This design comes from an exercise in tuning for small area, a short achievable clock period and few clock cycles on the open sky130 flow, not from production work.
RTL that was checked went through simulation tests only; none was proved equivalent to the original.

==> module acc_ctrl, before the edit <==
module acc_ctrl (
  input  logic        ap_clk,
  input  logic        ap_rst_n,
  input  logic        ap_start,
  input  logic [31:0] cfg,
  input  logic        ifm_valid,
  input  logic        wgt_valid,
  input  logic        ofm_ready,
  output logic        ap_idle,
  output logic        ap_done,
  output logic        take,        
  output logic        take_a,      
  output logic        clr,         
  output logic        adv_out,     
  output logic        ofm_valid
);
  logic        busy;        
  logic        adv;         
  logic        in_act;      
  logic        done_q;
  logic        p_last;      
  logic        p_jlast;     
  logic        cs_fin;      
  logic        cs_last;     
  logic        out_q;       
  logic        o_last;      
  logic        fresh;       
  logic [15:0] ci_q;        
  logic [15:0] pc;          
  logic [15:0] wc;          
  logic [15:0] pc_cur;      
  logic [15:0] pc_dec;
  logic [15:0] wc_dec;
  logic        last_in;     
  logic start_acc;
  logic word_end;
  logic emit;
  logic cs_fin_nx;
  logic may_block;
  logic can_take;
  logic out_q_nx;
  assign start_acc = ap_start && !busy;
  assign emit      = out_q && ofm_ready;
  assign adv_out   = cs_fin && (!out_q || ofm_ready);
  assign cs_fin_nx = adv ? p_last : (adv_out ? 1'b0 : cs_fin);
  assign out_q_nx  = adv_out ? 1'b1 : (emit ? 1'b0 : out_q);
  assign may_block = (adv && p_last && (cs_fin || out_q)) || (cs_fin && out_q);
  assign can_take  = in_act && !may_block;
  assign take      = can_take && ifm_valid && wgt_valid;
  assign pc_cur    = fresh ? ci_q : pc;
  assign word_end  = (pc_cur == 16'd1);
  assign last_in   = (wc == 16'd1);
  always_comb begin
    logic bp;
    logic bw;
    bp = 1'b1;
    bw = 1'b1;
    for (int i = 0; i < 16; i++) begin
      pc_dec[i] = pc_cur[i] ^ bp;
      wc_dec[i] = wc[i] ^ bw;
      bp = bp & ~pc_cur[i];
      bw = bw & ~wc[i];
    end
  end
  always_ff @(posedge ap_clk) begin
    if (!ap_rst_n) begin
      busy    <= 1'b0;
      in_act  <= 1'b0;
      done_q  <= 1'b0;
      cs_fin  <= 1'b0;
      out_q   <= 1'b0;
      adv     <= 1'b0;
      clr     <= 1'b0;
      fresh   <= 1'b1;
    end else begin
      done_q <= 1'b0;
      if (start_acc) begin
        busy   <= 1'b1;
        in_act <= 1'b1;
        fresh  <= 1'b1;
      end
      if (take) begin
        fresh <= word_end;
        if (word_end && last_in) in_act <= 1'b0;
      end
      cs_fin <= cs_fin_nx;
      out_q  <= out_q_nx;
      adv    <= take;
      clr    <= take && fresh;
      if (emit && o_last) begin
        busy   <= 1'b0;
        done_q <= 1'b1;
      end
    end
  end
  always_ff @(posedge ap_clk) begin
    if (take) begin
      p_last  <= word_end;
      p_jlast <= last_in;
    end
    if (adv) begin
      cs_last <= p_jlast;
    end
    if (adv_out) begin
      o_last <= cs_last;
    end
  end
  always_ff @(posedge ap_clk) begin
    if (start_acc) begin
      ci_q <= cfg[31:16];
    end
    if (take) begin
      pc <= pc_dec;
    end
    if (start_acc) begin
      wc <= cfg[15:0];
    end else if (take && word_end) begin
      wc <= wc_dec;
    end
  end
  assign take_a    = can_take && ifm_valid;
  assign ap_idle   = !busy;
  assign ap_done   = done_q;
  assign ofm_valid = out_q;
endmodule
==> module mac_engine, before the edit <==
module mac_engine (
  input  logic          ap_clk,
  input  logic          take_a,      
  input  logic          wgt_valid,
  input  logic          clr,
  input  logic          adv_out,
  input  logic [63:0]   ifm_data,
  input  logic [63:0]   wgt_data,
  output logic [127:0]  ofm_data
);
  logic [63:0]      a_q;     
  logic [63:0]      b_q;
  logic [3:0][31:0] s_q;
  logic [3:0][31:0] c_q;
  logic [3:0][31:0] s_in;
  logic [3:0][31:0] c_in;
  logic [3:0][31:0] s_nx;
  logic [3:0][31:0] c_nx;
  logic [3:0][31:0] sum;
  logic [127:0]     o_q;     
  always_ff @(posedge ap_clk) begin
    for (int i = 0; i < 8; i++) begin
      a_q[i*8 +: 8] <= ifm_data[(7-i)*8 +: 8] & {8{take_a}};
      b_q[i*8 +: 8] <= wgt_data[(7-i)*8 +: 8] & {8{wgt_valid}};
    end
  end
  for (genvar l = 0; l < 4; l++) begin : g_lane
    assign s_in[l] = s_q[l] | {32{clr}};
    assign c_in[l] = c_q[l] | {32{clr}};
    mac_lane i_mac_lane (
      .a     (a_q[l*16 +: 16]),
      .b     (b_q[l*16 +: 16]),
      .s_in  (s_in[l]),
      .c_in  (c_in[l]),
      .s_out (s_nx[l]),
      .c_out (c_nx[l])
    );
    assign sum[l] = ~(s_q[l] + c_q[l] + 32'd1);
  end
  always_ff @(posedge ap_clk) begin
    s_q <= s_nx;
    c_q <= c_nx;
  end
  always_ff @(posedge ap_clk) begin
    if (adv_out) begin
      for (int l = 0; l < 4; l++) begin
        for (int i = 0; i < 4; i++) begin
          o_q[l*32 + i*8 +: 8] <= sum[l][(3-i)*8 +: 8];
        end
      end
    end
  end
  assign ofm_data = o_q;
endmodule
==> module krnl_acc, before the edit <==
module krnl_acc (
  input  logic               ap_clk,
  input  logic               ap_rst_n,
  input  logic               ap_start,
  input  logic [31:0]        cfg,
  output logic               ap_idle,
  output logic               ap_done,
  input  logic               ifm_valid,
  output logic               ifm_ready,
  input  logic [63:0]        ifm_data,
  input  logic               wgt_valid,
  output logic               wgt_ready,
  input  logic [63:0]        wgt_data,
  output logic               ofm_valid,
  input  logic               ofm_ready,
  output logic [127:0]       ofm_data
);
  logic take;
  logic take_a;
  logic clr;
  logic adv_out;
  acc_ctrl i_acc_ctrl (
    .ap_clk    (ap_clk),
    .ap_rst_n  (ap_rst_n),
    .ap_start  (ap_start),
    .cfg       (cfg),
    .ifm_valid (ifm_valid),
    .wgt_valid (wgt_valid),
    .ofm_ready (ofm_ready),
    .ap_idle   (ap_idle),
    .ap_done   (ap_done),
    .take      (take),
    .take_a    (take_a),
    .clr       (clr),
    .adv_out   (adv_out),
    .ofm_valid (ofm_valid)
  );
  mac_engine i_mac_engine (
    .ap_clk   (ap_clk),
    .take_a   (take_a),
    .wgt_valid(wgt_valid),
    .clr      (clr),
    .adv_out  (adv_out),
    .ifm_data (ifm_data),
    .wgt_data (wgt_data),
    .ofm_data (ofm_data)
  );
  assign ifm_ready = take;
  assign wgt_ready = take;
endmodule
export LEC_CHECK = 0
export ABC_CLOCK_PERIOD_IN_PS = 4000
export CAP_MARGIN = 20
export CORE_MARGIN = 2
export CORE_UTILIZATION = 75
export SETUP_SLACK_MARGIN = 5.0
export SLEW_MARGIN = 20
export SYNTH_HIERARCHICAL = 1
create_clock -name core_clock -period 9.0 [get_ports {ap_clk}]
standard.sh (not shown) runs the stock make flow with config.mk's settings and CLKGATE_MAP_FILE= SYNTH_SCRIPT=/design/flow/synth_recipe.tcl, a recipe that flattens the netlist after the stock synthesis.
==> flow/flow/run.sh <==
#!/bin/bash
# The standard layout (standard.sh, standard synthesis unchanged), with
# the port buffers inserted as sky130_fd_sc_hd__buf_1, the smallest plain
# buffer, instead of the delay buffer buffer_ports picks by default. Every
# port still gets its buffer. The make output goes to standard.log; each
# tool's own log is under orfs/logs/.
set -euo pipefail
export BUFFER_PORTS_ARGS="-buffer_cell sky130_fd_sc_hd__buf_1"
bash standard.sh > standard.log 2>&1
Then changed:
--- a/flow/design.v
+++ b/flow/design.v
@@ -16,13 +16,13 @@
   input  logic        ifm_valid,
   input  logic        wgt_valid,
   input  logic        ofm_ready,
   output logic        ap_idle,
   output logic        ap_done,
   output logic        take,        
-  output logic        take_a,      
+  output logic        ready,       
   output logic        clr,         
   output logic        adv_out,     
   output logic        ofm_valid
 );
   logic        busy;        
   logic        adv;         
@@ -44,22 +44,30 @@
   logic        last_in;     
   logic start_acc;
   logic word_end;
   logic emit;
   logic cs_fin_nx;
   logic may_block;
+  logic may_block_nx;
   logic can_take;
+  logic can_take_q;
+  logic in_act_nx;
+  logic p_last_nx;
   logic out_q_nx;
   assign start_acc = ap_start && !busy;
   assign emit      = out_q && ofm_ready;
   assign adv_out   = cs_fin && (!out_q || ofm_ready);
   assign cs_fin_nx = adv ? p_last : (adv_out ? 1'b0 : cs_fin);
   assign out_q_nx  = adv_out ? 1'b1 : (emit ? 1'b0 : out_q);
   assign may_block = (adv && p_last && (cs_fin || out_q)) || (cs_fin && out_q);
   assign can_take  = in_act && !may_block;
-  assign take      = can_take && ifm_valid && wgt_valid;
+  assign ready     = can_take && ifm_valid && wgt_valid;
+  assign take      = can_take_q && ifm_valid && wgt_valid;
+  assign in_act_nx    = start_acc ? 1'b1 : ((take && word_end && last_in) ? 1'b0 : in_act);
+  assign p_last_nx    = take ? word_end : p_last;
+  assign may_block_nx = (take && p_last_nx && (cs_fin_nx || out_q_nx)) || (cs_fin_nx && out_q_nx);
   assign pc_cur    = fresh ? ci_q : pc;
   assign word_end  = (pc_cur == 16'd1);
   assign last_in   = (wc == 16'd1);
   always_comb begin
     logic bp;
     logic bw;
@@ -79,36 +87,37 @@
       done_q  <= 1'b0;
       cs_fin  <= 1'b0;
       out_q   <= 1'b0;
       adv     <= 1'b0;
       clr     <= 1'b0;
       fresh   <= 1'b1;
+      can_take_q <= 1'b0;
     end else begin
+      can_take_q <= in_act_nx && !may_block_nx;
       done_q <= 1'b0;
+      in_act <= in_act_nx;
       if (start_acc) begin
         busy   <= 1'b1;
-        in_act <= 1'b1;
         fresh  <= 1'b1;
       end
       if (take) begin
         fresh <= word_end;
-        if (word_end && last_in) in_act <= 1'b0;
       end
       cs_fin <= cs_fin_nx;
       out_q  <= out_q_nx;
       adv    <= take;
       clr    <= take && fresh;
       if (emit && o_last) begin
         busy   <= 1'b0;
         done_q <= 1'b1;
       end
     end
   end
   always_ff @(posedge ap_clk) begin
+    p_last <= p_last_nx;
     if (take) begin
-      p_last  <= word_end;
       p_jlast <= last_in;
     end
     if (adv) begin
       cs_last <= p_jlast;
     end
     if (adv_out) begin
@@ -125,13 +134,12 @@
     if (start_acc) begin
       wc <= cfg[15:0];
     end else if (take && word_end) begin
       wc <= wc_dec;
     end
   end
-  assign take_a    = can_take && ifm_valid;
   assign ap_idle   = !busy;
   assign ap_done   = done_q;
   assign ofm_valid = out_q;
 endmodule
 `default_nettype wire
 `default_nettype none
@@ -1060,14 +1068,13 @@
 endmodule
 `default_nettype wire
 `default_nettype none
 `timescale 1ns/1ns
 module mac_engine (
   input  logic          ap_clk,
-  input  logic          take_a,      
-  input  logic          wgt_valid,
+  input  logic          take,
   input  logic          clr,
   input  logic          adv_out,
   input  logic [63:0]   ifm_data,
   input  logic [63:0]   wgt_data,
   output logic [127:0]  ofm_data
 );
@@ -1080,14 +1087,14 @@
   logic [3:0][31:0] s_nx;
   logic [3:0][31:0] c_nx;
   logic [3:0][31:0] sum;
   logic [127:0]     o_q;     
   always_ff @(posedge ap_clk) begin
     for (int i = 0; i < 8; i++) begin
-      a_q[i*8 +: 8] <= ifm_data[(7-i)*8 +: 8] & {8{take_a}};
-      b_q[i*8 +: 8] <= wgt_data[(7-i)*8 +: 8] & {8{wgt_valid}};
+      a_q[i*8 +: 8] <= ifm_data[(7-i)*8 +: 8] & {8{take}};
+      b_q[i*8 +: 8] <= wgt_data[(7-i)*8 +: 8];
     end
   end
   for (genvar l = 0; l < 4; l++) begin : g_lane
     assign s_in[l] = s_q[l] | {32{clr}};
     assign c_in[l] = c_q[l] | {32{clr}};
     mac_lane i_mac_lane (
@@ -1133,13 +1140,13 @@
   input  logic [63:0]        wgt_data,
   output logic               ofm_valid,
   input  logic               ofm_ready,
   output logic [127:0]       ofm_data
 );
   logic take;
-  logic take_a;
+  logic ready;
   logic clr;
   logic adv_out;
   acc_ctrl i_acc_ctrl (
     .ap_clk    (ap_clk),
     .ap_rst_n  (ap_rst_n),
     .ap_start  (ap_start),
@@ -1147,25 +1154,24 @@
     .ifm_valid (ifm_valid),
     .wgt_valid (wgt_valid),
     .ofm_ready (ofm_ready),
     .ap_idle   (ap_idle),
     .ap_done   (ap_done),
     .take      (take),
-    .take_a    (take_a),
+    .ready     (ready),
     .clr       (clr),
     .adv_out   (adv_out),
     .ofm_valid (ofm_valid)
   );
   mac_engine i_mac_engine (
     .ap_clk   (ap_clk),
-    .take_a   (take_a),
-    .wgt_valid(wgt_valid),
+    .take     (take),
     .clr      (clr),
     .adv_out  (adv_out),
     .ifm_data (ifm_data),
     .wgt_data (wgt_data),
     .ofm_data (ofm_data)
   );
-  assign ifm_ready = take;
-  assign wgt_ready = take;
+  assign ifm_ready = ready;
+  assign wgt_ready = ready;
 endmodule
 `default_nettype wire
Result: Worst hold slack stays flat; cell count shrinks by 1.1%; final area is lower by 0.77%; setup slack gets better by 180 ps; via count is lower by 1.3%; sequential cell count came out higher by 1; first-iteration DRC count increases by 2.1%.
Testbench counts after the change, summed over its fixed seeds: cycles 11,072.
No functional check of the RTL was part of the first run of this note.

==> static timing again, ports no longer ideal <==
In the flow no input, the clock included, has a driving cell. The finished layouts below were timed again as built, in two steps.
Step 1 assumes that a clkbuf_16 drives the clock port and a buf_2 every other input.
Step 2 adds t to the input delays and takes it off the output delays; t is the mean of the earliest and latest rising clock arrival at the registers after step 1. Input paths then give back, and output paths get back, about the clock's delay inside the block.
Three values: no drivers, after step 1, after step 2; two values: the first two.
| run | shift t [ns] | slack for setup (ns) | slew at the worst register clock pin (ns) | worst data-port slew with drivers (ns) | pins driven straight from the clock port |
|---|---|---|---|---|---|
| the first run | 0.672 | 4.815 / 4.759 / 4.742 | 0.07 / 0.07 | 0.10 | 1 |
| the second run | 0.685 | 4.993 / 4.939 / 4.939 | 0.07 / 0.07 | 0.07 | 1 |
After both steps setup and hold are still met in every run listed. The setup slack of the first run, which loses most, moves by -0.056 ns with the drivers and by -0.073 ns with both steps.
